Background: an optimization exercise with open tools, aiming at a short achievable clock period and few clock cycles per item. Do not read the settings as production practice. Where RTL was checked, it was by simulation tests only, not by an equivalence proof against the original. For runs 2 to 5, only the layout was checked, not whether the RTL still works. No activity file was given, so power comes from the tool's default toggle rates.

--- flow/design.v ---
`timescale 1ns/100ps
module ks_add16
(
    input  logic [15:0] x,
    input  logic [15:0] y,
    output logic [15:0] s
);
    always_comb begin
        logic [15:0] g, p, gg, pp, ng, np;
        g  = x & y;
        p  = x ^ y;
        gg = g;
        pp = p;
        for (int l = 0; l < 4; l++) begin
            ng = gg;
            np = pp;
            for (int i = 0; i < 16; i++) begin
                if (i >= (1 << l)) begin
                    ng[i] = gg[i] | (pp[i] & gg[i - (1 << l)]);
                    np[i] = pp[i] & pp[i - (1 << l)];
                end
            end
            gg = ng;
            pp = np;
        end
        s = p ^ {gg[14:1], ~(~x[0] | ~y[0]), 1'b0};
    end
endmodule
module cpu_top
(
    input  logic        clk,
    input  logic        reset,
    input  logic [15:0] mem_rdata,
    output logic [15:0] mem_addr,
    output logic        mem_we,
    output logic [15:0] mem_wdata,
    output logic        halted
);
    logic [15:0] regs [8];
    logic        z;
    logic [15:0] ma;       
    logic [15:0] man;      
    logic [15:0] mai;
    logic        we;
    logic [15:0] wd;
    logic        ir_v;
    logic [2:0]  ir_rx;
    logic [15:0] ir_pc;    
    logic [15:0] opa;      
    logic [15:0] opb;      
    logic [15:0] opx;      
    logic [15:0] opy;      
    logic [15:0] imm;      
    logic        c_alu;    
    logic        c_cmp;
    logic        c_mov;
    logic        c_ldi;    
    logic        c_ldic;   
    logic        c_jmp;    
    logic        c_ld;
    logic        c_st;
    logic        f_add;     
    logic        f_sub;     
    logic        f_oth;     
    logic        f_not;
    logic        f_and;
    logic        f_or;
    logic        zs_eq;     
    logic        zs_ff;     
    logic        zs_one;    
    logic        zs_and;
    logic        zs_or;
    logic        zs_add;
    logic        dcyc;
    logic [15:0] ib;        
    logic [15:0] ra;        
    logic [15:0] ra1;       
    logic [15:0] ra2;       
    logic        stale;     
    logic        hlt;       
    logic        run;       
    typedef struct packed {
        logic       halt;
        logic [2:0] rx;
        logic [2:0] ry;
        logic       alu, cmp, mov, ldi, jmp, jz, jnz, ld, st;
        logic       arith, useb, inc, dec, sub, fnot, fand, f_or;
        logic       zeq, zff, zone, zand, zor, zadd;
    } dec_t;
    function automatic dec_t decode(input logic [15:0] w);
        dec_t d;
        logic [5:0] op;
        op = w[15:10];
        d = '0;
        d.rx   = w[9:7];
        d.ry   = w[6:4];
        d.halt = (op == 6'd0);
        d.alu  = (op == 6'd4) || (op == 6'd5) || (op == 6'd6) ||
                 (op == 6'd7) || (op == 6'd8)  || (op == 6'd9) ||
                 (op == 6'd10) || (op == 6'd12);
        d.cmp  = (op == 6'd16);
        d.mov  = (op == 6'd32);
        d.ldi  = (op == 6'd35);
        d.jmp  = (op == 6'd23);
        d.jz   = (op == 6'd24);
        d.jnz  = (op == 6'd25);
        d.ld   = (op == 6'd33);
        d.st   = (op == 6'd37);
        d.arith = (op == 6'd5) || (op == 6'd6) || (op == 6'd10) ||
                  (op == 6'd12) || (op == 6'd16);
        d.useb  = (op == 6'd10) || (op == 6'd12) || (op == 6'd16);
        d.inc   = (op == 6'd5);
        d.dec   = (op == 6'd6);
        d.sub   = (op == 6'd12) || (op == 6'd16);
        d.fnot  = (op == 6'd4);
        d.fand  = (op == 6'd7);
        d.f_or  = (op == 6'd8);
        d.zeq   = (op == 6'd12) || (op == 6'd16) || (op == 6'd9);
        d.zff   = (op == 6'd4) || (op == 6'd5);
        d.zone  = (op == 6'd6);
        d.zand  = (op == 6'd7);
        d.zor   = (op == 6'd8);
        d.zadd  = (op == 6'd10);
        decode = d;
    endfunction
    logic [15:0] sum, logic_res, other_res, alu_res;
    logic        z_new;
    ks_add16 u_add (
        .x (opx),
        .y (opy),
        .s (sum)
    );
    always_comb begin
        if (f_not)      logic_res = ~opa;
        else if (f_and) logic_res = opa & opb;
        else if (f_or)  logic_res = opa | opb;
        else            logic_res = opa ^ opb;
    end
    assign other_res = c_mov ? opb : (c_ldic ? imm : logic_res);
    assign alu_res   = ({16{f_add}} & sum) | ({16{f_sub}} & ~sum) | ({16{f_oth}} & other_res);
    assign z_new = (zs_eq  && (opa == opb)) ||
                   (zs_ff  && (opa == 16'hffff)) ||
                   (zs_one && (opa == 16'h0001)) ||
                   (zs_and && ((opa & opb) == 16'h0000)) ||
                   (zs_or  && ((opa | opb) == 16'h0000)) ||
                   (zs_add && ((opa ^ opb) == {opa[14:0] | opb[14:0], 1'b0}));
    localparam int XC_N = 8;
    localparam int XC_B = 3;
    logic [15:0]        xc_d [XC_N];
    logic [15-XC_B:0]   xc_t [XC_N];
    logic [XC_N-1:0]    xc_v;
    logic x1;           
    logic one_cyc;      
    logic load_rd;      
    logic load_ib;      
    logic load;
    dec_t nd;
    dec_t d_rd, d_ib;
    logic [15:0] la;    
    logic [15:0] ma1, ma2, la1, la2;
    logic        z_next;
    logic        n_jcc, n_hit;
    logic [15:0] n_xd;
    logic [XC_B-1:0] n_idx;
    assign x1      = ir_v && !dcyc;
    assign one_cyc = !(c_ldi || c_jmp || c_ld || c_st);
    assign load_rd = !dcyc && (!ir_v || one_cyc);
    assign load_ib = dcyc && !(c_st && stale);
    assign load    = load_rd || load_ib;
    assign d_rd    = decode(mem_rdata);
    assign d_ib    = decode(ib);
    assign nd      = dcyc ? d_ib : d_rd;
    assign mai     = ~man;
    assign ma1     = mai + 16'd1;
    assign ma2     = mai + 16'd2;
    assign la      = dcyc ? ra : mai;
    assign la1     = dcyc ? ra1 : ma1;
    assign la2     = dcyc ? ra2 : ma2;
    assign z_next  = (x1 && (c_alu || c_cmp)) ? z_new : z;
    logic        hit1_r, hit2_r;      
    logic [15:0] xd1_r, xd2_r;
    logic        seq1, seq2;          
    logic        hit_ma;
    logic [15:0] xd_ma;
    logic        ra_hit;
    logic [15:0] ra_xd;
    logic        hit1, hit2;
    logic [XC_B-1:0] idx1, idx2;
    logic [XC_B-1:0] upd_idx;         
    logic        upd;
    assign hit_ma  = (seq1 && hit1_r) || (seq2 && hit2_r);
    assign xd_ma   = seq1 ? xd1_r : xd2_r;
    assign n_hit   = dcyc ? ra_hit : hit_ma;
    assign n_xd    = dcyc ? ra_xd : xd_ma;
    assign n_idx   = mai[XC_B-1:0];
    assign idx1    = la1[XC_B-1:0];
    assign idx2    = la2[XC_B-1:0];
    assign hit1    = xc_v[idx1] && (xc_t[idx1] == la1[15:XC_B]);
    assign hit2    = xc_v[idx2] && (xc_t[idx2] == la2[15:XC_B]);
    assign upd     = x1 && (c_ldi || c_jmp || c_st);
    assign upd_idx = c_st ? opa[XC_B-1:0] - 1'b1 : ir_pc[XC_B-1:0];
    assign n_jcc   = nd.jz || nd.jnz;
    logic        wr_alu;
    logic        wr_mem;
    logic        wb_v;
    logic [2:0]  wb_rx;
    logic [15:0] wb_d;
    assign wr_alu = x1 && (c_alu || c_mov || c_ldic);
    assign wr_mem = (x1 && c_ldi) || (dcyc && c_ld);
    always_ff @(posedge clk or posedge reset) begin
        if (reset) begin
            for (int i = 0; i < 8; i++) regs[i] <= 16'd0;
            wb_v <= 1'b0;
        end else begin
            for (int i = 0; i < 8; i++) begin
                if (wr_mem && ir_rx == 3'(i))
                    regs[i] <= mem_rdata;
                else if (wb_v && wb_rx == 3'(i))
                    regs[i] <= wb_d;
            end
            wb_v <= wr_alu;
        end
    end
    always_ff @(posedge clk) begin
        wb_rx <= ir_rx;
        wb_d  <= alu_res;
    end
    logic [15:0] rd_a, rd_b, rf_a, rf_b;
    logic        fa_alu, fa_mem, fb_alu, fb_mem;
    assign fa_alu = wr_alu && ir_rx == d_rd.rx;
    assign fb_alu = wr_alu && ir_rx == d_rd.ry;
    assign fa_mem = dcyc && c_ld && ir_rx == d_ib.rx;
    assign fb_mem = dcyc && c_ld && ir_rx == d_ib.ry;
    assign rf_a = dcyc ? ((wb_v && wb_rx == d_ib.rx) ? wb_d : regs[d_ib.rx])
                       : ((wb_v && wb_rx == d_rd.rx) ? wb_d : regs[d_rd.rx]);
    assign rf_b = dcyc ? ((wb_v && wb_rx == d_ib.ry) ? wb_d : regs[d_ib.ry])
                       : ((wb_v && wb_rx == d_rd.ry) ? wb_d : regs[d_rd.ry]);
    assign rd_a = fa_alu ? alu_res : (fa_mem ? mem_rdata : rf_a);
    assign rd_b = fb_alu ? alu_res : (fb_mem ? mem_rdata : rf_b);
    logic [15:0] ma_j;      
    logic [15:0] ma_nj;     
    logic        s1_nj;     
    logic        s2_nj;     
    assign s1_nj = load ? !(nd.jmp && n_hit) && !(nd.ldi && n_hit) : (!dcyc && c_ldi);
    assign s2_nj = load && !(nd.jmp && n_hit) && (nd.ldi && n_hit);
    logic        sel_j;
    logic        taken;
    logic [15:0] ma_jt;
    logic [15:0] ma_t, ma_n;
    logic [15:0] ma_d;
    assign sel_j = load && n_jcc;
    assign taken = z_next ^ nd.jnz;
    assign ma_jt = n_hit ? n_xd : la1;
    assign ma_t  = sel_j ? ma_jt : ma_nj;
    assign ma_n  = sel_j ? la2 : ma_nj;
    assign ma_d  = taken ? ma_t : ma_n;
    always_comb begin
        if (load) begin
            if (nd.jmp && n_hit)
                ma_nj = n_xd;
            else if (nd.ldi && n_hit)
                ma_nj = la2;
            else
                ma_nj = la1;
        end else if (dcyc) begin
            ma_nj = ra;
        end else if (c_ldi) begin
            ma_nj = ma1;
        end else if (c_jmp) begin
            ma_nj = mem_rdata;
        end else if (c_ld) begin
            ma_nj = opb;
        end else begin
            ma_nj = opa;
        end
    end
    always_ff @(posedge clk or posedge reset) begin
        if (reset) begin
            z     <= 1'b0;
            ma    <= 16'h0000;
            man   <= ~16'h0000;
            seq1  <= 1'b0;
            seq2  <= 1'b0;
            hit1_r <= 1'b0;
            hit2_r <= 1'b0;
            we    <= 1'b0;
            ir_v  <= 1'b0;
            dcyc  <= 1'b0;
            hlt   <= 1'b0;
            run   <= 1'b1;
            xc_v  <= '0;
        end else begin
            if (x1 && (c_alu || c_cmp))
                z <= z_new;
            ma   <= ma_d;
            man  <= ~ma_d;
            seq1 <= taken ? ((sel_j && !n_hit) || (!sel_j && s1_nj)) : (!sel_j && s1_nj);
            seq2 <= taken ? (!sel_j && s2_nj) : (sel_j || s2_nj);
            hit1_r <= hit1 && !(upd && upd_idx == idx1);
            hit2_r <= hit2 && !(upd && upd_idx == idx2);
            we   <= x1 && c_st && run;
            dcyc <= x1 && (c_ld || c_st);
            if (load) begin
                ir_v <= taken ? !nd.halt && !((nd.jmp || n_jcc) && n_hit)
                              : !nd.halt && !n_jcc && !(nd.jmp && n_hit);
                if (nd.halt) begin
                    hlt <= 1'b1;
                    run <= 1'b0;
                end
            end else begin
                ir_v <= 1'b0;
            end
            if (x1 && (c_ldi || c_jmp))
                xc_v[ir_pc[XC_B-1:0]] <= 1'b1;
            if (x1 && c_st)
                xc_v[opa[XC_B-1:0] - 1'b1] <= 1'b0;
        end
    end
    always_ff @(posedge clk) begin
        if (load) begin
            ir_rx   <= nd.rx;
            c_ld    <= nd.ld;
            c_st    <= nd.st;
        end
        begin
            ir_pc   <= la;
            opa     <= rd_a;
            opb     <= rd_b;
            opx     <= rd_a ^ {16{nd.sub}};
            opy     <= nd.useb ? rd_b : {{15{nd.dec}}, nd.dec | nd.inc};
            imm     <= n_xd;
            c_alu   <= nd.alu;
            c_cmp   <= nd.cmp;
            c_mov   <= nd.mov;
            c_ldi   <= nd.ldi && !n_hit;
            c_ldic  <= nd.ldi && n_hit;
            c_jmp   <= nd.jmp || n_jcc;
            f_add   <= nd.arith && !nd.sub;
            f_sub   <= nd.sub;
            f_oth   <= !nd.arith;
            f_not   <= nd.fnot;
            f_and   <= nd.fand;
            f_or    <= nd.f_or;
            zs_eq   <= nd.zeq;
            zs_ff   <= nd.zff;
            zs_one  <= nd.zone;
            zs_and  <= nd.zand;
            zs_or   <= nd.zor;
            zs_add  <= nd.zadd;
        end
        xd1_r <= xc_d[idx1];
        xd2_r <= xc_d[idx2];
        if (x1 && (c_ld || c_st)) begin
            ib    <= mem_rdata;
            ra    <= mai;
            ra1   <= ma1;
            ra2   <= ma2;
            stale <= (opa == mai);
            ra_xd <= xd_ma;
            ra_hit <= hit_ma && !(c_st && upd_idx == n_idx);
        end
        if (x1 && c_st)
            wd <= opb;
        if (x1 && (c_ldi || c_jmp)) begin
            xc_d[ir_pc[XC_B-1:0]] <= mem_rdata;
            xc_t[ir_pc[XC_B-1:0]] <= ir_pc[15:XC_B];
        end
    end
    assign mem_addr  = ma;
    assign mem_we    = we;
    assign mem_wdata = wd;
    assign halted    = hlt;
endmodule
--- flow/run.sh ---
#!/bin/bash
# synth_recipe.tcl (not shown) runs the flow's synth.tcl, then flattens the netlist and writes it again
# the make line also repeats each setting of config.mk as NAME=value (left out here)
make -C /OpenROAD-flow-scripts/flow DESIGN_CONFIG=/design/flow/config.mk WORK_HOME=/design/flow/orfs CLKGATE_MAP_FILE= SYNTH_SCRIPT=/design/flow/synth_recipe.tcl finish
--- flow/config.mk ---
export PLATFORM = sky130hd
export DESIGN_NAME = cpu_top
export DESIGN_NICKNAME = cpu_top
export VERILOG_FILES = /design/flow/design.v
export SDC_FILE = /design/flow/constraint.sdc
export NUM_CORES = 4
export LEC_CHECK = 0
export CAP_MARGIN = 20
export CORE_MARGIN = 2
export CORE_UTILIZATION = 40
export SETUP_SLACK_MARGIN = 5
export SLEW_MARGIN = 20
export SYNTH_HIERARCHICAL = 1
--- flow/constraint.sdc ---
create_clock -name core_clock -period 8.0 [get_ports {clk}]
set_input_delay 1.6000 -clock core_clock [delete_from_list [all_inputs] [get_ports {clk}]]
set_output_delay 1.6000 -clock core_clock [all_outputs]
set_load 0.01 [all_outputs]
==> impl_summary.log, run 1 <==
INFO  metric outcome = complete, no violations
INFO  metric worstPathArrival = 3.59 ns
INFO  metric cts_hold_buf = 0
INFO  metric largest_net_degree_at_the_start_of_global_routing = 72
INFO  metric vias = 31.7k
INFO  metric p_per_area = 465 nW/um2
INFO  metric cell_with_the_largest_stage_delay_on_the_worst_path = sky130_fd_sc_hd__o32a_1
INFO  metric synthesis.nets = 3691
INFO  metric yosys.cell_types.count = 95
INFO  metric port_buffers = 51
INFO  metric clock_sink_count = between 600 and 700
INFO  metric grtUsageTotal = 0.284
INFO  metric wire_per_inst = between 20 and 30 um
INFO  metric path_max_fanout = 11
INFO  metric clock_insertion_delay_worst_skew = 0.66 ns
INFO  metric postRouteAntennaNets = 0
INFO  metric global_route.overflow_total = 0
INFO  metric crit_path_end_kind = register
INFO  metric timing.critical_path.slowest_cell_delay = approximately 0.42 ns
INFO  metric die_area = between 90000 and 100000 um2
INFO  metric critical_path.cell_chain = buf_8, or3b_4, o32a_1, nor2_4, xnor2_4, buf_6, mux2_4, o211a_1
INFO  metric criticalPathCategory = in -> reg
INFO  metric worst_slew_margin_rel = 0.412
INFO  metric mostFrequentLayoutCell = sky130_fd_sc_hd__edfxtp_1
INFO  metric layout.cells.most_common_list = sky130_fd_sc_hd__edfxtp_1 (330), sky130_fd_sc_hd__nand2_1 (295), sky130_fd_sc_hd__a21oi_1 (275)
INFO  metric cts_buffer_depth = 3
INFO  metric min-delay-path-class = reg -> reg
INFO  metric vdd_drop_max = 0.203 mV
INFO  metric multiInputGateArea = around 20000 um2
INFO  metric postSynthRegisterBits = 672
INFO  metric fmax = 328 MHz
INFO  metric synthArstFlopShare = 0.266
INFO  metric ctsRootBufferMaster = sky130_fd_sc_hd__clkbuf_16
INFO  metric slew_viol_final = 0
INFO  metric hold-path-cell-count = 1
INFO  metric crit_path_launch_type = input pin
INFO  metric tns = 0 ns
INFO  metric post-synth-top-area-cell = sky130_fd_sc_hd__edfxtp_1
INFO  metric antenna_found_initial = 3
INFO  metric first_global_vias = 29.7k
INFO  metric max_cap_violations = 0
INFO  metric yosysSeqAreaShare = 0.462
INFO  metric tritoncts = done
INFO  metric reg2reg_from = opa[4]
INFO  metric effective_utilization_at_floorplan = 0.403
INFO  metric leading_cell_types_by_total_area_after_synthesis = sky130_fd_sc_hd__edfxtp_1 (26%), sky130_fd_sc_hd__dfrtp_1 (11%), sky130_fd_sc_hd__dfxtp_1 (8.5%)
INFO  metric dp.final_hpwl = 87000 um
INFO  metric gp_congestion = 0.917
INFO  metric final_hold_viol_count = 0
INFO  metric worstRegToRegCells = 12
INFO  metric p_sw_frac = 0.432
INFO  metric final_layout_size_suffix_gt1_frac = 0.237
INFO  metric cell_internal_pwr = between 10 and 15 mW
INFO  metric avgSynthCellArea = 10.6 um2
INFO  metric seq_power_share = 0.303
INFO  metric rsz0062_at_grt = yes
INFO  metric grt_first_pass_wirelength = 207000 um
INFO  metric finalSetupViolCount = 0
INFO  metric syn-cell-area = ~38000 um2
INFO  metric total_routed_length = 145000 um
INFO  metric nNetsFinal = 3772
INFO  metric layout.area.seq = 17800 um2
INFO  metric pin_count = 52
INFO  metric drt_pass1_iterations = 7
INFO  metric ys.warnings.count = 9
INFO  metric post-route-period-util = 0.381
INFO  metric min_to = hlt
INFO  metric clock_skew = 0.0447 ns
INFO  metric leakage = 17.7 nW
INFO  metric most_used_dff_post_synth = sky130_fd_sc_hd__edfxtp_1
INFO  metric clkSlewWorstSetupHoldPaths = 0.06 ns
INFO  metric synth_top_cell_area_share = 0.259
INFO  metric die_w = about 310 um
INFO  metric tritoncts.num_buffers = 74
INFO  metric final_period_minus_worst_setup_slack = a little over 3 ns
INFO  metric clock_power_share = 0.169
INFO  metric drt_first_iter_violations = 4473
INFO  metric flow.area_growth_from_synthesis = 21.0%
INFO  metric fp.dieH = approximately 310 um
INFO  metric num-fill-cells = 8498
INFO  metric combPwrFrac = 0.528
INFO  metric min-delay-start = hlt
INFO  metric crit_reg_reg_endpoint = ma[5]
INFO  metric worst_slew_pin_tran = 0.857 ns
INFO  metric regToRegSetupSlack = 4.97 ns
INFO  metric drcViolationCount = 0
INFO  metric row_count = 113
INFO  metric power.net_switching = 9.30 mW
INFO  metric core_area = between 90000 and 100000 um2
INFO  metric whs = 0.465 ns
INFO  metric number_of_enable_type_register_cells_in_the_synthesized_netlist = 330
INFO  metric syn-instance-count = roughly 3.6k
INFO  metric required = 8.54 ns
INFO  metric vias_per_cell = 6.31
INFO  metric htree_num_levels = 3
[modules after synthesis (local to each module, per instance)]
| module | copies in the design | cells |
|---|---|---|
| ks_add16 | 1 | 90 |
| cpu_top | 1 | 3524 |
[worst max-delay path: cells and delay by family]
| kind | cells | cell delay, ns |
|---|---|---|
| and+or+nand+nor | 2 | 0.57 |
| AOI/OAI and AO/OA | 2 | 0.64 |
| muxes | 1 | 0.31 |
| xor gates and xnor gates | 1 | 0.16 |
| buffers and inverters | 2 | 0.30 |
[Yosys cell counts (all sizes together), types with 12 or more instances]
library cell and count:
o2bb2ai 21, dfstp 17, a2bb2oi 23, edfxtp 330, mux4 125, nand3 64, ha 58, o21ai 250
buf 90, mux2i 291, dfrtp 162, o32ai 25, nand2b 43, nor2b 49, and3 14, a211oi 45
nor4 23, nor3 27, inv 95, o211ai 17, a21o 22, xnor2 81, a221oi 28, a31oi 29
a21oi 285, o22ai 60, a22oi 24, a221o 15, nand2 299, o31ai 22, o21a 18, dfxtp 163
xor2 67, nor2 231, a22o 12, nand4 30, mux2 96, clkbuf 222
[stage by stage]
stage	instances	utilization	area, um2	setup slack [ns]	power (mW)
2_1_floorplan	3614	-	38900	4.12	12.6
3_3_place_gp	4704	0.424	40200	3.28	15.7
3_5_place_dp	4704	0.424	40200	3.22	15.8
4_1_cts	4939	0.472	44800	4.78	20.4
5_1_grt	5020	0.488	46300	4.88	22.4
6_report	5023	0.488	46300	4.95	21.5
[cells by family (layout without fill, tap and decap cells)]
logic type,count (synthesis),count (layout),share of synthesized area
other cells,0,3,0
flops,672,672,0.462
xor+xnor,148,148,0.0348
simple gates,845,846,0.103
compound gates,966,966,0.159
fa+ha+maj,59,59,0.0195
buf+inv,412,552,0.0427
mux,512,512,0.178
[area by class of cell]
class / count / area share
diodes: 3 / 0.000162
clock buffers: 97 / 0.0456
repair buffers: 316 / 0.0797
clock inverters: 39 / 0.0101
inverters: 100 / 0.00924
flip-flops and latches: 672 / 0.384
multi-input cells: 2531 / 0.437
well taps: 1265 / 0.0342
[per-layer routing]
layer / global-route usage / up-vias / share of wire / routed length, um
met1: 0.389 / 15627 / 0.40 / 57700
li1: - / 13646 / - / -
met4: 0.122 / 2 / 0.053 / 7650
met3: 0.0574 / 407 / 0.10 / 15000
met2: 0.438 / 2003 / 0.44 / 64100
met5: 0 / - / 0.000069 / 10
[how the worst max path moves through the flow]
| stage | start | end | slack (ns) |
|---|---|---|---|
| 3_5_place_dp | mem_rdata[12] | ma[5] | 3.22 |
| 2_1_floorplan | reset | dcyc | 4.12 |
| 5_1_grt | man[0] | hit1_r | 4.88 |
| 4_1_cts | dcyc | hit2_r | 4.78 |
| 6_report | mem_rdata[15] | ma[5] | 4.95 |
| 3_3_place_gp | mem_rdata[15] | ma[7] | 3.28 |
[what timing repair did]
item	CTS	global route
cloned	16	8
pin swaps	22	36
setup endpoints to repair	401	110
gates resized for setup	286	156
setup buffers	83	73
[power by group through the flow]
| stage | clock network (mW) | logic, mW | registers (mW) |
|---|---|---|---|
| CTS | 3.67 | 10.3 | 6.45 |
| finish | 3.64 | 11.4 | 6.51 |
| floorplan | 0 | 6.98 | 5.64 |
| global route | 3.81 | 12.0 | 6.59 |
| global placement | 0 | 9.16 | 6.58 |
| detailed placement | 0 | 9.22 | 6.58 |
Testbench counts, summed over its fixed seeds: cycles 28,113, instrs 20,286.
==> inputs of run 2 (changes only) <==
--- a/flow/design.v
+++ b/flow/design.v
@@ -178,18 +178,20 @@
     assign la2     = dcyc ? ra2 : ma2;
     assign z_next  = (x1 && (c_alu || c_cmp)) ? z_new : z;
     logic        hit1_r, hit2_r;      
-    logic [15:0] xd1_r, xd2_r;
+    logic        hit3_r, hit4_r;      
+    logic [15:0] xd1_r, xd2_r, xd3_r, xd4_r;
     logic        seq1, seq2;          
+    logic        seq3, seq4;          
     logic        hit_ma;
     logic [15:0] xd_ma;
     logic        ra_hit;
     logic [15:0] ra_xd;
-    logic        hit1, hit2;
-    logic [XC_B-1:0] idx1, idx2;
+    logic        hit1, hit2, hit3, hit4;
+    logic [XC_B-1:0] idx1, idx2, idx3, idx4;
     logic [XC_B-1:0] upd_idx;         
     logic        upd;
-    assign hit_ma  = (seq1 && hit1_r) || (seq2 && hit2_r);
-    assign xd_ma   = seq1 ? xd1_r : xd2_r;
+    assign hit_ma  = (seq1 && hit1_r) || (seq2 && hit2_r) || (seq3 && hit3_r) || (seq4 && hit4_r);
+    assign xd_ma   = seq1 ? xd1_r : (seq2 ? xd2_r : (seq3 ? xd3_r : xd4_r));
     assign n_hit   = dcyc ? ra_hit : hit_ma;
     assign n_xd    = dcyc ? ra_xd : xd_ma;
     assign n_idx   = mai[XC_B-1:0];
@@ -197,6 +199,10 @@
     assign idx2    = la2[XC_B-1:0];
     assign hit1    = xc_v[idx1] && (xc_t[idx1] == la1[15:XC_B]);
     assign hit2    = xc_v[idx2] && (xc_t[idx2] == la2[15:XC_B]);
+    assign idx3    = n_xd[XC_B-1:0];
+    assign idx4    = mem_rdata[XC_B-1:0];
+    assign hit3    = xc_v[idx3] && (xc_t[idx3] == n_xd[15:XC_B]);
+    assign hit4    = xc_v[idx4] && (xc_t[idx4] == mem_rdata[15:XC_B]);
     assign upd     = x1 && (c_ldi || c_jmp || c_st);
     assign upd_idx = c_st ? opa[XC_B-1:0] - 1'b1 : ir_pc[XC_B-1:0];
     assign n_jcc   = nd.jz || nd.jnz;
@@ -243,6 +249,8 @@
     logic        s2_nj;     
     assign s1_nj = load ? !(nd.jmp && n_hit) && !(nd.ldi && n_hit) : (!dcyc && c_ldi);
     assign s2_nj = load && !(nd.jmp && n_hit) && (nd.ldi && n_hit);
+    logic        s3_nj;     
+    assign s3_nj = load && nd.jmp && n_hit;
     logic        sel_j;
     logic        taken;
     logic [15:0] ma_jt;
@@ -281,8 +289,12 @@
             man   <= ~16'h0000;
             seq1  <= 1'b0;
             seq2  <= 1'b0;
+            seq3  <= 1'b0;
+            seq4  <= 1'b0;
             hit1_r <= 1'b0;
             hit2_r <= 1'b0;
+            hit3_r <= 1'b0;
+            hit4_r <= 1'b0;
             we    <= 1'b0;
             ir_v  <= 1'b0;
             dcyc  <= 1'b0;
@@ -296,8 +308,12 @@
             man  <= ~ma_d;
             seq1 <= taken ? ((sel_j && !n_hit) || (!sel_j && s1_nj)) : (!sel_j && s1_nj);
             seq2 <= taken ? (!sel_j && s2_nj) : (sel_j || s2_nj);
+            seq3 <= taken ? ((sel_j && n_hit) || (!sel_j && s3_nj)) : (!sel_j && s3_nj);
+            seq4 <= !load && !dcyc && !c_ldi && c_jmp;
             hit1_r <= hit1 && !(upd && upd_idx == idx1);
             hit2_r <= hit2 && !(upd && upd_idx == idx2);
+            hit3_r <= hit3 && !(upd && upd_idx == idx3);
+            hit4_r <= hit4 && !(upd && upd_idx == idx4);
             we   <= x1 && c_st && run;
             dcyc <= x1 && (c_ld || c_st);
             if (load) begin
@@ -350,6 +366,8 @@
         end
         xd1_r <= xc_d[idx1];
         xd2_r <= xc_d[idx2];
+        xd3_r <= xc_d[idx3];
+        xd4_r <= xc_d[idx4];
         if (x1 && (c_ld || c_st)) begin
             ib    <= mem_rdata;
             ra    <= mai;
==> run 2 against run 1 <==
  * Clock skew shrank 0.021 ns
  * Sequential power increased by 3.8%
  * Area after synthesis increased by 13%
  * Via count up 18%
  * Total power grew 14%
  * Critical endpoint is now hit1_r
  * Largest cell class unchanged
  * Highest routed layer unchanged
==> impl_summary.log, run 2 <==
INFO  metric outcome = complete, no violations
INFO  metric slew_viol_final = 0
INFO  metric leading_cell_types_by_total_area_after_synthesis = sky130_fd_sc_hd__edfxtp_1 (23%), sky130_fd_sc_hd__mux4_2 (11%), sky130_fd_sc_hd__dfrtp_1 (9.6%)
INFO  metric power.net_switching = approximately 11 mW
INFO  metric final_layout_size_suffix_gt1_frac = 0.257
INFO  metric grt_use_met3 = 0.0745
INFO  metric worst_slew_pin_tran = 1.10 ns
INFO  metric criticalPathCategory = reg -> reg
INFO  metric postSynthRegisterBits = 708
INFO  metric cell_internal_pwr = 13.5 mW
INFO  metric post-synth-top-area-cell = sky130_fd_sc_hd__edfxtp_1
INFO  metric hold-path-cell-count = 1
INFO  metric flow.area_growth_from_synthesis = 20.6%
INFO  metric clock_skew = 0.0237 ns
INFO  metric final_period_minus_worst_setup_slack = 3.11 ns
INFO  metric worst_slew_margin_rel = 0.262
INFO  metric drcViolationCount = 0
INFO  metric postRouteAntennaNets = 0
INFO  metric max_cap_violations = 0
INFO  metric reg2reg_from = man[2]
INFO  metric worstRegToRegCells = 9
INFO  metric grt-busiest-layer = met2
INFO  metric grt_first_pass_wirelength = about 240000 um
INFO  metric regToRegSetupSlack = 4.89 ns
INFO  metric antenna_found_initial = 5
INFO  metric path_max_fanout = 6
INFO  metric vias = 37.3k
INFO  metric die_area = 111000 um2
INFO  metric min_to = hlt
INFO  metric rsz0062_at_grt = yes
INFO  metric synthArstFlopShare = 0.258
INFO  metric p_per_area = about 470 nW/um2
INFO  metric fin_area = roughly 52000 um2
INFO  metric clock_insertion_delay_worst_skew = 0.68 ns
INFO  metric min-delay-path-class = reg -> reg
INFO  metric antenna_cells = 0
INFO  metric yosys.cell_types.count = 100
INFO  metric fp.dieH = 333 um
INFO  metric synth_top_cell_area_share = 0.228
INFO  metric clock_power_share = 0.159
INFO  metric use_met2 = 0.449
INFO  metric crit_path_end_kind = register
INFO  metric tns = 0 ns
INFO  metric worstPathArrival = 3.70 ns
INFO  metric synthMostInstantiatedCell = sky130_fd_sc_hd__nand2_1
INFO  metric gr-usage-met1 = 0.400
INFO  metric layout.cells.most_common_list = sky130_fd_sc_hd__nand2_1 (390), sky130_fd_sc_hd__edfxtp_1 (330), sky130_fd_sc_hd__mux2i_1 (315)
INFO  metric required = 8.59 ns
INFO  metric most_used_dff_post_synth = sky130_fd_sc_hd__edfxtp_1
INFO  metric gp_congestion = 0.952
INFO  metric syn-cell-area = 43400 um2
INFO  metric grtUsageTotal = 0.297
INFO  metric first_global_vias = 34.8k
INFO  metric final_hold_viol_count = 0
INFO  metric syn-instance-count = 4102
INFO  metric port_buffers = 51
INFO  metric drt_pass1_iterations = 6
INFO  metric number_of_enable_type_register_cells_in_the_synthesized_netlist = 330
INFO  metric drt_first_iter_violations = 6153
INFO  metric htree_num_levels = 3
INFO  metric p_sw_frac = 0.451
INFO  metric pin_count = 52
INFO  metric placedInstanceArea = 45600 um2
INFO  metric tritoncts = done
INFO  metric ctsRootBufferMaster = sky130_fd_sc_hd__clkbuf_16
INFO  metric global_route.overflow_total = 0
INFO  metric largest_net_degree_at_the_start_of_global_routing = 93
INFO  metric combPwrFrac = 0.566
INFO  metric crit_reg_reg_endpoint = hit1_r
INFO  metric yosysSeqAreaShare = 0.424
INFO  metric vdd_drop_max = 0.282 mV
INFO  metric whs = between 0.4 and 0.5 ns
INFO  metric finalSetupViolCount = 0
INFO  metric leakage = about 20 nW
INFO  metric min-delay-start = hlt
INFO  metric avgSynthCellArea = 10.6 um2
INFO  metric post_place_setup_slack = between 3 and 4 ns
INFO  metric cts_buffer_depth = 3
INFO  metric clock_sink_count = 708
INFO  metric ys.warnings.count = 9
INFO  metric nNetsFinal = 4230
INFO  metric core_area = 107000 um2
INFO  metric mostFrequentLayoutCell = sky130_fd_sc_hd__nand2_1
INFO  metric fmax = 321 MHz
INFO  metric crit_path_launch_type = register
INFO  metric clkSlewWorstSetupHoldPaths = 0.07 ns
INFO  metric synthesis.nets = 4180
INFO  metric effective_utilization_at_floorplan = 0.404
INFO  metric seq_power_share = 0.275
INFO  metric worst_setup_path_startpoint = man[2]
INFO  metric post-route-period-util = 0.389
INFO  metric worst_slack = between 4 and 5 ns
INFO  metric total_routed_length = 172000 um
INFO  metric synth_top_cells_by_count = sky130_fd_sc_hd__nand2_1 (397), sky130_fd_sc_hd__mux2i_1 (336), sky130_fd_sc_hd__edfxtp_1 (330)
INFO  metric cts_hold_buf = 0
INFO  metric die_w = 333 um
INFO  metric vias_per_cell = 6.64
INFO  metric wire_per_inst = around 31 um
INFO  metric dp.final_hpwl = 104000 um
INFO  metric row_count = 120
INFO  metric tritoncts.num_buffers = 79
==> run 2: cell types whose count changed after synthesis, sizes merged, moves of 33 or more <==
cell and change:
o22ai -42, buf +44, nand3 +84, a21oi -72, nand2 +99, mux4 +89
mux2i +46, a221oi +33
==> run 2: kinds of logic (layout without fill, tap and decap cells) <==
family | count (synthesis) | in the layout | synth area share
and+or+nand+nor | 1051 | 1053 | 0.112
AOI/OAI and AO/OA | 961 | 963 | 0.148
DFF | 708 | 708 | 0.424
muxes | 660 | 661 | 0.217
buffers and inverters | 484 | 595 | 0.0449
xor gates and xnor gates | 178 | 178 | 0.0361
adders and majority gates | 60 | 60 | 0.0175
==> run 2: worst max path at each step <==
stage / endpoint / slack [ns] / cells after the start
final: hit1_r / 4.89 / 9
after global routing: hit2_r / 4.79 / 8
after CTS: hit2_r / 4.85 / 8
after detailed placement: ma[11] / 3.22 / 8
after global placement: ma[11] / 3.24 / 8
after floorplan: dcyc / 4.06 / 1
==> run 2: critical path, cell delays in order, from the launching register on <==
cell                        delay, ns
sky130_fd_sc_hd__dfstp_2         0.71
sky130_fd_sc_hd__inv_1           0.15
sky130_fd_sc_hd__ha_2            0.26
sky130_fd_sc_hd__nor2b_1         0.19
sky130_fd_sc_hd__xnor2_1         0.20
sky130_fd_sc_hd__mux2i_1         0.71
sky130_fd_sc_hd__xor2_1          0.18
sky130_fd_sc_hd__a2111oi_2       0.23
sky130_fd_sc_hd__nand3_1         0.13
sky130_fd_sc_hd__nor4b_2         0.25
==> run 2: area by class of cell <==
type | count | area (um2)
multi-input cells | 2915 | 24800
repair inverters | 2 | 17.5
repair buffers | 322 | 3830
inverters | 124 | 604
well taps | 1403 | 1760
clock inverters | 33 | 404
flip-flops and latches | 708 | 18500
fillers | 9533 | 55000
clock buffers | 114 | 2340
==> run 2: stage by stage <==
step / power, mW / util / std cells
after global placement: 18.0 / 0.424 / 5297
final: 24.6 / 0.487 / 5621
after CTS: 23.4 / 0.474 / 5566
after global routing: 25.5 / 0.487 / 5621
after floorplan: 14.3 / - / 4102
after detailed placement: 18.1 / 0.424 / 5297
==> run 2: modules after synthesis (local to each module, per instance) <==
module	cells	flops+latches	copies in the design	cell area, um2
cpu_top	4012	708	1	42700
ks_add16	90	0	1	687
==> run 2: metal layers <==
metal	vias up	part of all wire
met5	-	0.00016
met4	4	0.055
met3	588	0.12
met2	2636	0.44
met1	18489	0.38
li1	15609	-
==> run 2: power groups by stage <==
stage                     clock network (mW)  logic (mW)  registers (mW)
final                                   3.90        13.9            6.76
after global routing                    4.06        14.6            6.83
after CTS                               3.92        12.8            6.65
after detailed placement                   0        11.3            6.77
after global placement                     0        11.2            6.78
after floorplan                            0        8.39            5.90
==> run 2: what timing repair did <==
item,CTS,global route
buffers inserted,103,41
cloned,19,13
resized for setup,378,174
pin swaps,26,50
endpoints found under the setup margin,631,386
==> inputs of run 3 (changes only) <==
--- a/flow/design.v
+++ b/flow/design.v
@@ -195,14 +195,17 @@
     assign n_hit   = dcyc ? ra_hit : hit_ma;
     assign n_xd    = dcyc ? ra_xd : xd_ma;
     assign n_idx   = mai[XC_B-1:0];
+    function automatic logic xc_hit(input logic [15:0] adr);
+        xc_hit = xc_v[adr[XC_B-1:0]] && (xc_t[adr[XC_B-1:0]] == adr[15:XC_B]);
+    endfunction
     assign idx1    = la1[XC_B-1:0];
     assign idx2    = la2[XC_B-1:0];
-    assign hit1    = xc_v[idx1] && (xc_t[idx1] == la1[15:XC_B]);
-    assign hit2    = xc_v[idx2] && (xc_t[idx2] == la2[15:XC_B]);
+    assign hit1    = dcyc ? xc_hit(ra1) : xc_hit(ma1);
+    assign hit2    = dcyc ? xc_hit(ra2) : xc_hit(ma2);
     assign idx3    = n_xd[XC_B-1:0];
     assign idx4    = mem_rdata[XC_B-1:0];
-    assign hit3    = xc_v[idx3] && (xc_t[idx3] == n_xd[15:XC_B]);
-    assign hit4    = xc_v[idx4] && (xc_t[idx4] == mem_rdata[15:XC_B]);
+    assign hit3    = dcyc ? xc_hit(ra_xd) : xc_hit(xd_ma);
+    assign hit4    = xc_hit(mem_rdata);
     assign upd     = x1 && (c_ldi || c_jmp || c_st);
     assign upd_idx = c_st ? opa[XC_B-1:0] - 1'b1 : ir_pc[XC_B-1:0];
     assign n_jcc   = nd.jz || nd.jnz;
==> run 3 against run 2 <==
  * Die area is 8.9% higher
  * Critical path type is now in -> reg
  * Total power is 5.3% higher
  * Routed wire length is 14% higher
  * Critical endpoint is now ma[10]
  * Sequential power is 5.5% higher
  * Sequential share of layout area is 2.8 points lower
  * Fmax is 5.0% lower
  * Hold slack hardly changed
  * Area after synthesis is 9.0% higher
  * Core utilization is 0.051 points higher
  * Combinational power is 6% higher
  * Highest routed layer unchanged
==> impl_summary.log, run 3 <==
INFO  metric outcome = complete, no violations
INFO  metric crit_path_launch_type = input pin
INFO  metric fp.dieH = 348 um
INFO  metric clkSlewWorstSetupHoldPaths = 0.06 ns
INFO  metric pin_count = 52
INFO  metric effective_utilization_at_floorplan = 0.402
INFO  metric slew_viol_final = 0
INFO  metric core_area = 118000 um2
INFO  metric grtUsageTotal = 0.309
INFO  metric critical_path.cell_chain = buf_12, buf_12, nand2_4, nor2_4, a31oi_2, or3_4, or2_1, buf_6, mux4_2, nand2_1, a31oi_1, or3_1
INFO  metric largest_net_degree_at_the_start_of_global_routing = 128
INFO  metric mostFrequentLayoutCell = sky130_fd_sc_hd__nand2_1
INFO  metric worst_slew_pin_tran = approximately 1.3 ns
INFO  metric number_of_enable_type_register_cells_in_the_synthesized_netlist = 330
INFO  metric final_layout_size_suffix_gt1_frac = 0.288
INFO  metric drcViolationCount = 0
INFO  metric utilization = 0.488
INFO  metric clock_sink_count = 717
INFO  metric fmax = 305 MHz
INFO  metric worst_slew_margin_rel = 0.143
INFO  metric cell_with_the_largest_stage_delay_on_the_worst_path = sky130_fd_sc_hd__mux4_2
INFO  metric yosysSeqAreaShare = 0.393
INFO  metric row_count = 126
INFO  metric synth_top_cells_by_count = sky130_fd_sc_hd__nand2_1 (487), sky130_fd_sc_hd__mux2i_1 (435), sky130_fd_sc_hd__edfxtp_1 (330)
INFO  metric leading_cell_types_by_total_area_after_synthesis = sky130_fd_sc_hd__edfxtp_1 (21%), sky130_fd_sc_hd__mux4_2 (14%), sky130_fd_sc_hd__mux2i_1 (9.2%)
INFO  metric final_hold_viol_count = 0
INFO  metric post-route-period-util = 0.409
INFO  metric final-instance-count-excl-fill = 6197
INFO  metric grt_first_pass_wirelength = roughly 270000 um
INFO  metric cts_buffer_depth = 3
INFO  metric port_buffers = between 50 and 60
INFO  metric htree_num_levels = 3
INFO  metric finalSetupViolCount = 0
INFO  metric antenna_found_initial = 3
INFO  metric hold-path-cell-count = 1
INFO  metric flow.area_growth_from_synthesis = 21.5%
INFO  metric synth-compound-area-share = 0.130
INFO  metric tritoncts = done
INFO  metric worstPathArrival = 3.83 ns
INFO  metric yosys.area_share.adder = 0.0160
INFO  metric required = 8.56 ns
INFO  metric first_global_vias = 38.1k
INFO  metric p_per_area = 450 nW/um2
INFO  metric reg2reg_from = seq3
INFO  metric final_period_minus_worst_setup_slack = 3.28 ns
INFO  metric timing.critical_path.slowest_cell_delay = 0.42 ns
INFO  metric path_max_fanout = 7
INFO  metric nNetsFinal = 4667
INFO  metric crit_reg_reg_endpoint = hit3_r
INFO  metric crit_path_end_kind = register
INFO  metric regToRegSetupSlack = 4.77 ns
INFO  metric crit_top_cell = sky130_fd_sc_hd__buf_12
INFO  metric area_fraction_in_and_or_nand_and_nor_cells_after_synthesis = 0.112
INFO  metric postRouteAntennaNets = 0
INFO  metric post-synth-top-area-cell = sky130_fd_sc_hd__edfxtp_1
INFO  metric synth_top_cell_area_share = 0.209
INFO  metric min_to = hlt
INFO  metric syn-instance-count = roughly 4.5k
INFO  metric worst_slack = between 4 and 5 ns
INFO  metric drt_pass1_iterations = 8
INFO  metric vdd_drop_max = 0.327 mV
INFO  metric worstRegToRegCells = 13
INFO  metric min-delay-path-class = reg -> reg
INFO  metric leakage = 21.6 nW
INFO  metric ys.warnings.count = 9
INFO  metric synthArstFlopShare = 0.255
INFO  metric avgSynthCellArea = approximately 10 um2
INFO  metric clock_skew = 0.0503 ns
INFO  metric die_area = 121000 um2
INFO  metric dp.cells = 5817
INFO  metric total_routed_length = between 150000 and 200000 um
INFO  metric criticalPathCategory = in -> reg
INFO  metric clock_insertion_delay_worst_skew = 0.69 ns
INFO  metric post_synth_xor_area_fraction = 0.0418
INFO  metric num-fill-cells = 10.5k
INFO  metric die_w = 348 um
INFO  metric gp_congestion = slightly below 1
INFO  metric layout.cells.most_common_list = sky130_fd_sc_hd__nand2_1 (470), sky130_fd_sc_hd__mux2i_1 (405), sky130_fd_sc_hd__edfxtp_1 (330)
INFO  metric drt_first_iter_violations = 6025
INFO  metric max_cap_violations = 0
INFO  metric muxShareOfSynthArea = 0.264
INFO  metric syn-cell-area = 47300 um2
INFO  metric synthMostInstantiatedCell = sky130_fd_sc_hd__nand2_1
INFO  metric tns = 0 ns
INFO  metric most_used_dff_post_synth = sky130_fd_sc_hd__edfxtp_1
INFO  metric rsz0062_at_grt = yes
INFO  metric post_place_setup_slack = roughly 2.9 ns
INFO  metric postSynthRegisterBits = 717
INFO  metric global_route.overflow_total = 0
INFO  metric yosys.cell_types.count = 89
INFO  metric dp.final_hpwl = 119000 um
INFO  metric synthesis.nets = 4588
INFO  metric synth_top_family_by_area = multiplexers
INFO  metric vias = 40.9k
INFO  metric totalPowerFinal = 25.9 mW
INFO  metric wire_per_inst = 31.6 um
INFO  metric ctsRootBufferMaster = sky130_fd_sc_hd__clkbuf_16
INFO  metric tritoncts.num_buffers = 83
INFO  metric min-delay-start = hlt
INFO  metric vias_per_cell = 6.60
run 3: changes by cell type in the layout (fill, tap and decap cells not counted), sizes merged, moves of 21 or more:
cell | before | now
a221oi | 61 | 40
a31oi | 18 | 40
buf | 262 | 323
mux2 | 110 | 143
mux2i | 337 | 435
mux4 | 214 | 290
nand2 | 399 | 487
nor2 | 241 | 278
o221ai | 10 | 47
o22ai | 18 | 48
xnor2 | 108 | 142
run 3: worst max-delay path by stage:
| stage | cells past startpoint | from | endpoint |
|---|---|---|---|
| 2_1_floorplan | 1 | reset | dcyc |
| 3_3_place_gp | 11 | mem_rdata[14] | ma[3] |
| 3_5_place_dp | 11 | mem_rdata[14] | ma[3] |
| 4_1_cts | 13 | seq3 | hit3_r |
| 5_1_grt | 11 | mem_rdata[13] | ma[10] |
| 6_report | 12 | mem_rdata[11] | ma[10] |
run 3: Yosys stat by module, one instance, submodules excluded:
module	cells	area, um2
ks_add16	90	687
cpu_top	4420	46600
run 3: worst max-delay path: cells and delay by family:
family	cells	cell delay (ns)
and+or+nand+nor	6	1.27
muxes	1	0.42
buffers and inverters	3	0.35
AOI/OAI and AO/OA	2	0.17
run 3: cell type report:
class / count / area [um2] / share of cell area
clock buffer: 112 / 2400 / 0.0418
tap: 1536 / 1920 / 0.0334
inverter: 113 / 487 / 0.00847
antenna: 3 / 7.51 / 0.000131
multi-input combinational: 3285 / 28900 / 0.502
sequential: 717 / 18700 / 0.326
timing repair buffer: 389 / 4560 / 0.0793
clock inverter: 42 / 500 / 0.00871
run 3: routing by layer:
| layer | share of wire | up-vias | global-route usage |
|---|---|---|---|
| met3 | 0.11 | 648 | 0.0611 |
| met2 | 0.44 | 2982 | 0.466 |
| met5 | 0.000066 | - | 0 |
| met1 | 0.37 | 20078 | 0.410 |
| met4 | 0.074 | 2 | 0.188 |
| li1 | - | 17160 | - |
run 3: what timing repair did:
action	CTS	global route
hold buffers	0	0
hold endpoints to repair	0	0
gates resized for setup	400	240
buffers inserted	113	77
gates cloned	17	16
endpoints found under the setup margin	235	175
pin swaps	60	98
run 3: logic make-up (layout without fill, tap and decap cells):
| family | count (synthesis) | after routing |
|---|---|---|
| xor+xnor | 225 | 225 |
| fa+ha+maj | 60 | 60 |
| buf+inv | 510 | 656 |
| compound gates | 952 | 952 |
| mux | 868 | 868 |
| other cells | 0 | 3 |
| simple gates | 1178 | 1180 |
| flops | 717 | 717 |
run 3: stage by stage:
stage,hold slack (ns),instance area [um2]
after floorplan,0.346,48200
after global placement,0.462,49700
after detailed placement,0.462,49700
after CTS,0.482,55400
after global routing,0.490,57500
final,0.472,57500
run 3: power by group:
part / internal (mW) / switching, mW / leakage, nW
sequential: 5.33 / 1.81 / 6.82
clock: 2.36 / 1.69 / 1.41
combinational: 6.39 / 8.29 / 13.3
==> inputs of run 4 (changes only) <==
--- a/flow/design.v
+++ b/flow/design.v
@@ -144,8 +144,8 @@
                    (zs_and && ((opa & opb) == 16'h0000)) ||
                    (zs_or  && ((opa | opb) == 16'h0000)) ||
                    (zs_add && ((opa ^ opb) == {opa[14:0] | opb[14:0], 1'b0}));
-    localparam int XC_N = 8;
-    localparam int XC_B = 3;
+    localparam int XC_N = 16;
+    localparam int XC_B = 4;
     logic [15:0]        xc_d [XC_N];
     logic [15-XC_B:0]   xc_t [XC_N];
     logic [XC_N-1:0]    xc_v;
==> run 4 against run 3 <==
  * Still clean on timing, DRC and antenna
  * Total power is 47% higher
  * Core utilization hardly changed
  * Clock power is about 30% higher
  * Register-to-register slack worse by 0.18 ns
  * Clock skew is 0.028 ns higher
  * Area after synthesis is 40% higher
  * Final cell count is 33% higher
  * Die area is 39% higher
  * Synthesized cell count is 30% higher
  * Routed wire length is 50% higher
  * Fmax is 3.9% lower
  * Clock-buffer cell count is 26 higher
  * Critical endpoint is now hit1_r
  * Largest cell class unchanged
  * Largest power group unchanged
==> impl_summary.log, run 4 <==
INFO  metric outcome = complete, no violations
INFO  metric ctsRootBufferMaster = sky130_fd_sc_hd__clkbuf_16
INFO  metric cell_with_the_largest_stage_delay_on_the_worst_path = sky130_fd_sc_hd__dfstp_4
INFO  metric number_of_enable_type_register_cells_in_the_synthesized_netlist = 546
INFO  metric fin_area = 80300 um2
INFO  metric cts_hold_buf = 0
INFO  metric finalSetupViolCount = 0
INFO  metric dp.final_hpwl = 167000 um
INFO  metric layout.area.seq = 25500 um2
INFO  metric most_used_dff_post_synth = sky130_fd_sc_hd__edfxtp_1
INFO  metric first_global_vias = 53.6k
INFO  metric final-instance-count-excl-fill = roughly 8.3k
INFO  metric pin_count = 52
INFO  metric utilization = 0.488
INFO  metric grtUsageTotal = 0.330
INFO  metric post_place_setup_slack = 3.24 ns
INFO  metric port_buffers = 51
INFO  metric cts_buffer_depth = 3
INFO  metric synthMostInstantiatedCell = sky130_fd_sc_hd__mux4_2
INFO  metric largest_net_degree_at_the_start_of_global_routing = 99
INFO  metric worst_slew_pin_tran = 1.27 ns
INFO  metric flow.area_growth_from_synthesis = 21.5%
INFO  metric critical_path.cell_chain = clkinvlp_4, ha_4, buf_12, buf_12, buf_16, mux4_2, mux4_2, xor2_1, nor4_4, a31oi_4, a21oi_2
INFO  metric syn-instance-count = approximately 5.9k
INFO  metric leading_cell_types_by_total_area_after_synthesis = sky130_fd_sc_hd__edfxtp_1 (25%), sky130_fd_sc_hd__mux4_2 (21%), sky130_fd_sc_hd__mux2i_1 (7.6%)
INFO  metric avgSynthCellArea = 11.3 um2
INFO  metric totalPowerFinal = 38.0 mW
INFO  metric post-synth-top-area-cell = sky130_fd_sc_hd__edfxtp_1
INFO  metric vias = 58.7k
INFO  metric clock_insertion_delay_worst_skew = 0.79 ns
INFO  metric largest_reg_flops = roughly 260
INFO  metric timing.critical_path.slowest_cell_delay = between 0.6 and 0.7 ns
INFO  metric layout.cells.most_common_list = sky130_fd_sc_hd__mux4_2 (629), sky130_fd_sc_hd__nand2_1 (606), sky130_fd_sc_hd__edfxtp_1 (546)
INFO  metric core_area = 165000 um2
INFO  metric critical-path-top-delay-family = multiplexers
INFO  metric total_routed_length = between 200000 and 300000 um
INFO  metric mostFrequentLayoutCell = sky130_fd_sc_hd__mux4_2
INFO  metric post-route-period-util = 0.426
INFO  metric gp_congestion = 0.980
INFO  metric wire_per_inst = 35.7 um
INFO  metric clock_skew = 0.0787 ns
INFO  metric antenna_found_initial = 9
INFO  metric worstPathArrival = 4.03 ns
INFO  metric drt_first_iter_violations = 10.4k
INFO  metric ys.warnings.count = 9
INFO  metric multiInputGateArea = 40400 um2
INFO  metric clkSlewWorstSetupHoldPaths = 0.06 ns
INFO  metric synth_top_cell_area_share = 0.248
INFO  metric yosys.cell_types.count = 96
INFO  metric fp.dieH = 411 um
INFO  metric path_max_fanout = 7
INFO  metric p_sw_frac = 0.468
INFO  metric combPwrFrac = 0.628
INFO  metric synthArstFlopShare = 0.202
INFO  metric max_cap_violations = 0
INFO  metric num-fill-cells = 14.2k
INFO  metric final_hold_viol_count = 0
INFO  metric die_w = 411 um
INFO  metric p_per_area = 474 nW/um2
INFO  metric crit_path_end_kind = register
INFO  metric rsz0062_at_grt = yes
INFO  metric crit_path_launch_type = register
INFO  metric fmax = between 200 and 300 MHz
INFO  metric slew_viol_final = 0
INFO  metric synth_top_cells_by_count = sky130_fd_sc_hd__mux4_2 (629), sky130_fd_sc_hd__nand2_1 (620), sky130_fd_sc_hd__edfxtp_1 (546)
INFO  metric tritoncts = done
INFO  metric final_layout_size_suffix_gt1_frac = 0.310
INFO  metric postRouteAntennaNets = 0
INFO  metric worst_slack = 4.59 ns
INFO  metric nNetsFinal = 6051
INFO  metric clock_sink_count = 944
INFO  metric seq_power_share = 0.234
INFO  metric drcViolationCount = 0
INFO  metric vias_per_cell = slightly above 7
INFO  metric synthesis.nets = 5950
INFO  metric vdd_drop_max = 0.391 mV
INFO  metric htree_num_levels = 3
INFO  metric whs = 0.472 ns
INFO  metric effective_utilization_at_floorplan = 0.402
INFO  metric drt_pass1_iterations = 6
INFO  metric final_period_minus_worst_setup_slack = 3.41 ns
INFO  metric clock_power_share = 0.138
INFO  metric die_area = around 170000 um2
INFO  metric placedInstanceArea = 69100 um2
INFO  metric power.net_switching = 17.8 mW
INFO  metric global_route.overflow_total = 0
INFO  metric row_count = 149
INFO  metric dp.cells = 7696
INFO  metric criticalPathCategory = reg -> reg
INFO  metric worst_slew_margin_rel = 0.134
INFO  metric tns = 0 ns
INFO  metric critical_path.n_buffers_inverters = 4
INFO  metric min-delay-path-class = reg -> reg
INFO  metric cell_internal_pwr = 20.2 mW
INFO  metric required = 8.62 ns
INFO  metric tritoncts.num_buffers = 109
INFO  metric grt_first_pass_wirelength = a little over 400000 um
INFO  metric syn-cell-area = approximately 66000 um2
INFO  metric postSynthRegisterBits = 944
INFO  metric yosysSeqAreaShare = 0.383
INFO  metric leakage = 29.4 nW
==> run 4: cell type report <==
type	instances	area share
Sequential cell	944	0.318
Timing Repair inverter	3	0.000389
Tap cell	2189	0.0341
Inverter	110	0.00693
Timing Repair Buffer	549	0.0918
Antenna cell	8	0.000249
Multi-Input combinational cell	4254	0.503
Clock buffer	138	0.0389
Clock inverter	67	0.00737
==> run 4: power groups by stage <==
stage | clock [mW] | sequential [mW] | combinational (mW)
finish | 5.26 | 8.89 | 23.9
global route | 5.47 | 8.94 | 24.5
CTS | 5.29 | 8.79 | 21.0
detailed placement | 0 | 9.04 | 18.0
global placement | 0 | 9.02 | 17.8
floorplan | 0 | 7.49 | 13.4
==> run 4: per-module statistics from Yosys (local to each module, per instance) <==
module	cell area [um2]	copies in the design	flops+latches
ks_add16	687	1	0
cpu_top	65400	1	944
==> run 4: per-layer routing <==
metal,vias to the layer above,track usage,part of all wire
met3,1121,0.109,0.15
met1,29174,0.438,0.36
met4,6,0.187,0.070
li1,23127,-,-
met5,-,0,0.00012
met2,5292,0.471,0.42
==> run 4: worst paths after layout <==
check / from / end / slack (ns) / cells after the start
min: hlt / hlt / 0.47 / 1
max reg2reg: man[0] / hit1_r / 4.59 / 11
min reg2reg: hlt / hlt / 0.47 / 1
min in group asynchronous: reset / ma[4] / 1.41 / 2
max: man[0] / hit1_r / 4.59 / 11
max in group asynchronous: reset / regs[0][10] / 5.51 / 3
==> run 4: logic make-up after synthesis <==
family,count (synthesis),share of synthesized area
multiplexers,1210,0.304
adder cells (fa/ha/maj),62,0.0118
XOR/XNOR,234,0.0310
buffers and inverters,675,0.0416
AO/OA/AOI/OAI,1237,0.124
AND/OR/NAND/NOR,1508,0.105
flip-flops,944,0.383
==> run 4: what timing repair did <==
| item | in CTS | in global routing |
|---|---|---|
| gates cloned | 46 | 31 |
| buffers inserted | 151 | 124 |
| endpoints found under the setup margin | 763 | 158 |
| pin swaps | 79 | 84 |
| gates resized for setup | 551 | 228 |
==> run 4: worst reg2reg max path: cells and delay by family (launching register included) <==
| family | cells | cell delay [ns] |
|---|---|---|
| compound gates | 2 | 0.34 |
| mux | 2 | 0.84 |
| simple gates | 1 | 0.11 |
| flops | 1 | 0.64 |
| xor+xnor | 1 | 0.48 |
| buf+inv | 4 | 0.53 |
| fa+ha+maj | 1 | 0.32 |
==> inputs of run 5 (changes only) <==
--- a/flow/design.v
+++ b/flow/design.v
@@ -144,8 +144,8 @@
                    (zs_and && ((opa & opb) == 16'h0000)) ||
                    (zs_or  && ((opa | opb) == 16'h0000)) ||
                    (zs_add && ((opa ^ opb) == {opa[14:0] | opb[14:0], 1'b0}));
-    localparam int XC_N = 16;
-    localparam int XC_B = 4;
+    localparam int XC_N = 8;
+    localparam int XC_B = 3;
     logic [15:0]        xc_d [XC_N];
     logic [15-XC_B:0]   xc_t [XC_N];
     logic [XC_N-1:0]    xc_v;
@@ -204,7 +204,9 @@
     assign hit2    = dcyc ? xc_hit(ra2) : xc_hit(ma2);
     assign idx3    = n_xd[XC_B-1:0];
     assign idx4    = mem_rdata[XC_B-1:0];
-    assign hit3    = dcyc ? xc_hit(ra_xd) : xc_hit(xd_ma);
+    assign hit3    = dcyc ? xc_hit(ra_xd) :
+                     ((seq1 && xc_hit(xd1_r)) || (seq2 && xc_hit(xd2_r)) ||
+                      (seq3 && xc_hit(xd3_r)) || (!seq1 && !seq2 && !seq3 && xc_hit(xd4_r)));
     assign hit4    = xc_hit(mem_rdata);
     assign upd     = x1 && (c_ldi || c_jmp || c_st);
     assign upd_idx = c_st ? opa[XC_B-1:0] - 1'b1 : ir_pc[XC_B-1:0];
==> run 5 against run 4 <==
  * Still clean
  * Via count is 34% lower
  * Clock power shrank 25%
  * Clock-buffer cell count fell by 24
  * Die area down 26%
  * Register-to-register slack improved by 0.30 ns
  * Fmax rose by 9.7%
  * Core utilization shrank 1.6 points
  * Critical path depth grew 1
  * First-iteration DRC count decreased by 45%
  * Final cell count decreased by 29%
  * Critical endpoint is now ma[13]
  * Largest cell class unchanged
  * Largest power group unchanged
==> impl_summary.log, run 5 <==
INFO  metric tritoncts.num_buffers = 81
INFO  metric vias_per_cell = 6.62
INFO  metric clock_sink_count = 717
INFO  metric nNetsFinal = 4275
INFO  metric timing.critical_path.slowest_cell_delay = roughly 0.50 ns
INFO  metric port_buffers = 51
INFO  metric num-fill-cells = 10.7k
INFO  metric p_per_area = between 400 and 500 nW/um2
INFO  metric crit_path_launch_type = register
INFO  metric drt_first_iter_violations = 5735
INFO  metric hold-path-cell-count = 1
INFO  metric clkSlewWorstSetupHoldPaths = approximately 0.07 ns
INFO  metric wire_per_inst = 31.7 um
INFO  metric post-synth-top-area-cell = sky130_fd_sc_hd__edfxtp_1
INFO  metric worst_slew_margin_rel = 0.211
INFO  metric syn-cell-area = 48600 um2
INFO  metric min-delay-path-class = reg -> reg
INFO  metric htree_num_levels = 3
INFO  metric max_cap_violations = 0
INFO  metric drcViolationCount = 0
INFO  metric clock_skew = 0.0441 ns
INFO  metric leading_cell_types_by_total_area_after_synthesis = sky130_fd_sc_hd__edfxtp_1 (20%), sky130_fd_sc_hd__mux4_2 (20%), sky130_fd_sc_hd__dfrtp_1 (8.6%)
INFO  metric critical_path.cell_chain = clkinvlp_4, ha_1, xnor2_1, nor4_2, nand4_1, nand4_2, o32ai_4, inv_6, mux2i_4, buf_12, and2_1, or4_1
INFO  metric vias = 38.9k
INFO  metric drt_pass1_iterations = 6
INFO  metric tns = 0 ns
INFO  metric synthesis.nets = 4307
INFO  metric crit_path_end_kind = register
INFO  metric first_global_vias = 36.5k
INFO  metric layout.cells.most_common_list = sky130_fd_sc_hd__mux4_2 (436), sky130_fd_sc_hd__mux2i_1 (373), sky130_fd_sc_hd__nand2_1 (366)
INFO  metric core_area = approximately 120000 um2
INFO  metric fmax = around 320 MHz
INFO  metric die_area = around 120000 um2
INFO  metric mostFrequentLayoutCell = sky130_fd_sc_hd__mux4_2
INFO  metric dp.final_hpwl = 118000 um
INFO  metric vdd_drop_max = 0.349 mV
INFO  metric outcome = complete, no violations
INFO  metric effective_utilization_at_floorplan = 0.404
INFO  metric grt_first_pass_wirelength = 264000 um
INFO  metric largest_net_degree_at_the_start_of_global_routing = 125
INFO  metric synthMostInstantiatedCell = sky130_fd_sc_hd__mux4_2
INFO  metric synth_top_cells_by_count = sky130_fd_sc_hd__mux4_2 (436), sky130_fd_sc_hd__mux2i_1 (402), sky130_fd_sc_hd__nand2_1 (373)
INFO  metric pin_count = 52
INFO  metric criticalPathCategory = reg -> reg
INFO  metric whs = 0.465 ns
INFO  metric row_count = 127
INFO  metric fp.dieH = 352 um
INFO  metric flow.area_growth_from_synthesis = 16.6%
INFO  metric final-instance-count-excl-fill = 5882
INFO  metric tritoncts = done
INFO  metric die_w = 352 um
INFO  metric postRouteAntennaNets = 0
INFO  metric multiInputGateArea = 29500 um2
INFO  metric final_hold_viol_count = 0
INFO  metric worst_slew_pin_tran = between 1 and 1.5 ns
INFO  metric syn-instance-count = 4229
INFO  metric post-route-period-util = 0.388
INFO  metric number_of_enable_type_register_cells_in_the_synthesized_netlist = 330
INFO  metric worst_slack = roughly 5 ns
INFO  metric post_place_setup_slack = 3.11 ns
INFO  metric grtUsageTotal = 0.288
INFO  metric layout.area.seq = roughly 19000 um2
INFO  metric leakage = 20.9 nW
INFO  metric most_used_dff_post_synth = sky130_fd_sc_hd__edfxtp_1
INFO  metric gp_congestion = between 0.9 and 1
INFO  metric yosys.cell_types.count = 96
INFO  metric total_routed_length = 186000 um
INFO  metric utilization = 0.471
INFO  metric synth_top_cell_area_share = 0.204
INFO  metric final_layout_size_suffix_gt1_frac = 0.294
INFO  metric cts_buffer_depth = 3
INFO  metric cell_with_the_largest_stage_delay_on_the_worst_path = sky130_fd_sc_hd__or4_1
INFO  metric finalSetupViolCount = 0
INFO  metric totalPowerFinal = 24.9 mW
INFO  metric ys.warnings.count = 9
INFO  metric path_max_fanout = 11
INFO  metric dp.cells = between 5k and 6k
INFO  metric placedInstanceArea = about 51000 um2
INFO  metric worstPathArrival = ~3.7 ns
INFO  metric antenna_found_initial = 6
INFO  metric postSynthRegisterBits = roughly 720
INFO  metric global_route.overflow_total = 0
INFO  metric slew_viol_final = 0
INFO  metric yosysSeqAreaShare = 0.383
INFO  metric ctsRootBufferMaster = sky130_fd_sc_hd__clkbuf_16
INFO  metric synthArstFlopShare = 0.255
INFO  metric worstRegToRegCells = 12
INFO  metric clock_insertion_delay_worst_skew = 0.68 ns
INFO  metric rsz0062_at_grt = yes
INFO  metric avgSynthCellArea = 11.5 um2
INFO  metric final_period_minus_worst_setup_slack = 3.11 ns
INFO  metric fin_area = 56600 um2
INFO  metric required = 8.55 ns
==> run 5: logic make-up (layout without fill, tap and decap cells) <==
logic type	count (synthesis)	in the layout	synth area share
other	0	4	0
AND/OR/NAND/NOR	902	905	0.0871
flip-flops	717	717	0.383
adder cells (fa/ha/maj)	60	60	0.0156
multiplexers	956	956	0.313
AO/OA/AOI/OAI	819	819	0.111
XOR/XNOR	264	264	0.0479
buffers and inverters	511	545	0.0432
==> run 5: final cells by class <==
class	instances	area share
well taps	1612	0.0356
repair buffers	276	0.0559
clock inverters	38	0.00756
clock buffers	114	0.0420
diodes	4	0.000177
flip-flops and latches	717	0.330
inverters	117	0.00853
multi-input cells	3004	0.520
==> run 5: worst paths after layout <==
path	start	slack [ns]	endpoint
hold / removal	hlt	0.46	hlt
setup / recovery	opa[1]	4.89	ma[13]
max in group asynchronous	reset	5.41	regs[1][2]
setup reg to reg	opa[1]	4.89	ma[13]
min in group asynchronous	reset	1.41	we
hold reg to reg	hlt	0.46	hlt
==> run 5: timing repair <==
action	4_1_cts	5_1_grt
endpoints found under the setup margin	320	253
gates cloned	11	9
hold buffers	0	0
pin swaps	24	53
gates resized for setup	249	179
setup buffers	46	52
==> run 5: metal layers <==
metal,up-vias,part of all wire,global-route usage
li1,16179,-,-
met1,19549,0.38,0.384
met2,2724,0.44,0.435
met3,466,0.13,0.0802
met4,6,0.051,0.131
met5,-,0.00020,0
==> run 5: worst max-delay path: cells and delay by family (launching register included) <==
| kind | cells | cell delay [ns] |
|---|---|---|
| xor gates and xnor gates | 1 | 0.22 |
| DFF | 1 | 0.46 |
| AOI/OAI and AO/OA | 1 | 0.32 |
| muxes | 1 | 0.21 |
| and+or+nand+nor | 5 | 1.05 |
| buffers and inverters | 3 | 0.37 |
| adders and majority gates | 1 | 0.35 |
==> run 5: power breakdown <==
part | switching, mW | internal (mW) | total, mW | leakage (nW)
sequential | 2.06 | 5.31 | 7.37 | 6.83
clock | 1.67 | 2.29 | 3.97 | 1.38
combinational | 7.45 | 6.06 | 13.5 | 12.7
total | 11.2 | 13.7 | 24.9 | 20.9
==> run 5: modules after synthesis (local to each module, per instance) <==
module | cells inside | copies in the design | cell area, um2
cpu_top | 4139 | 1 | 47900
ks_add16 | 90 | 1 | 687

==> port drivers added, routing unchanged <==
The flow's constraints put no driver on any port. The routed layouts listed below were extracted and timed again, unchanged, in two steps.
Step 1 sets driving cells, clkbuf_16 on the clock port and buf_2 on the other inputs (assumed; they add their load-dependent delay and slew).
Step 2 moves the port delays by t, midway between the first and last clock arrival at a register: inputs arrive t later, outputs are due t later. That takes back most of the time a late clock gives input paths.
a / b / c = no drivers / after step 1 / after step 2; a / b = the first two.
run	t, ns	setup WS [ns]	worst setup path at the end	latest minus earliest clock arrival (ns)
run 1	0.712	4.950 / 4.866 / 4.155	input to register	0.045 / 0.045
run 2	0.742	4.889 / 4.889 / 4.194	input to register	0.027 / 0.027
run 3	0.739	4.725 / 4.734 / 3.995	input to register	0.058 / 0.058
run 4	0.839	4.593 / 4.289 / 3.450	input to register	0.079 / 0.079
run 5	0.728	4.894 / 4.867 / 4.139	input to register	0.045 / 0.045
After both steps setup and hold are still met in every run listed. For run 4, which loses most, drivers alone change the setup slack by -0.304 ns; drivers and shift together by -1.143 ns.
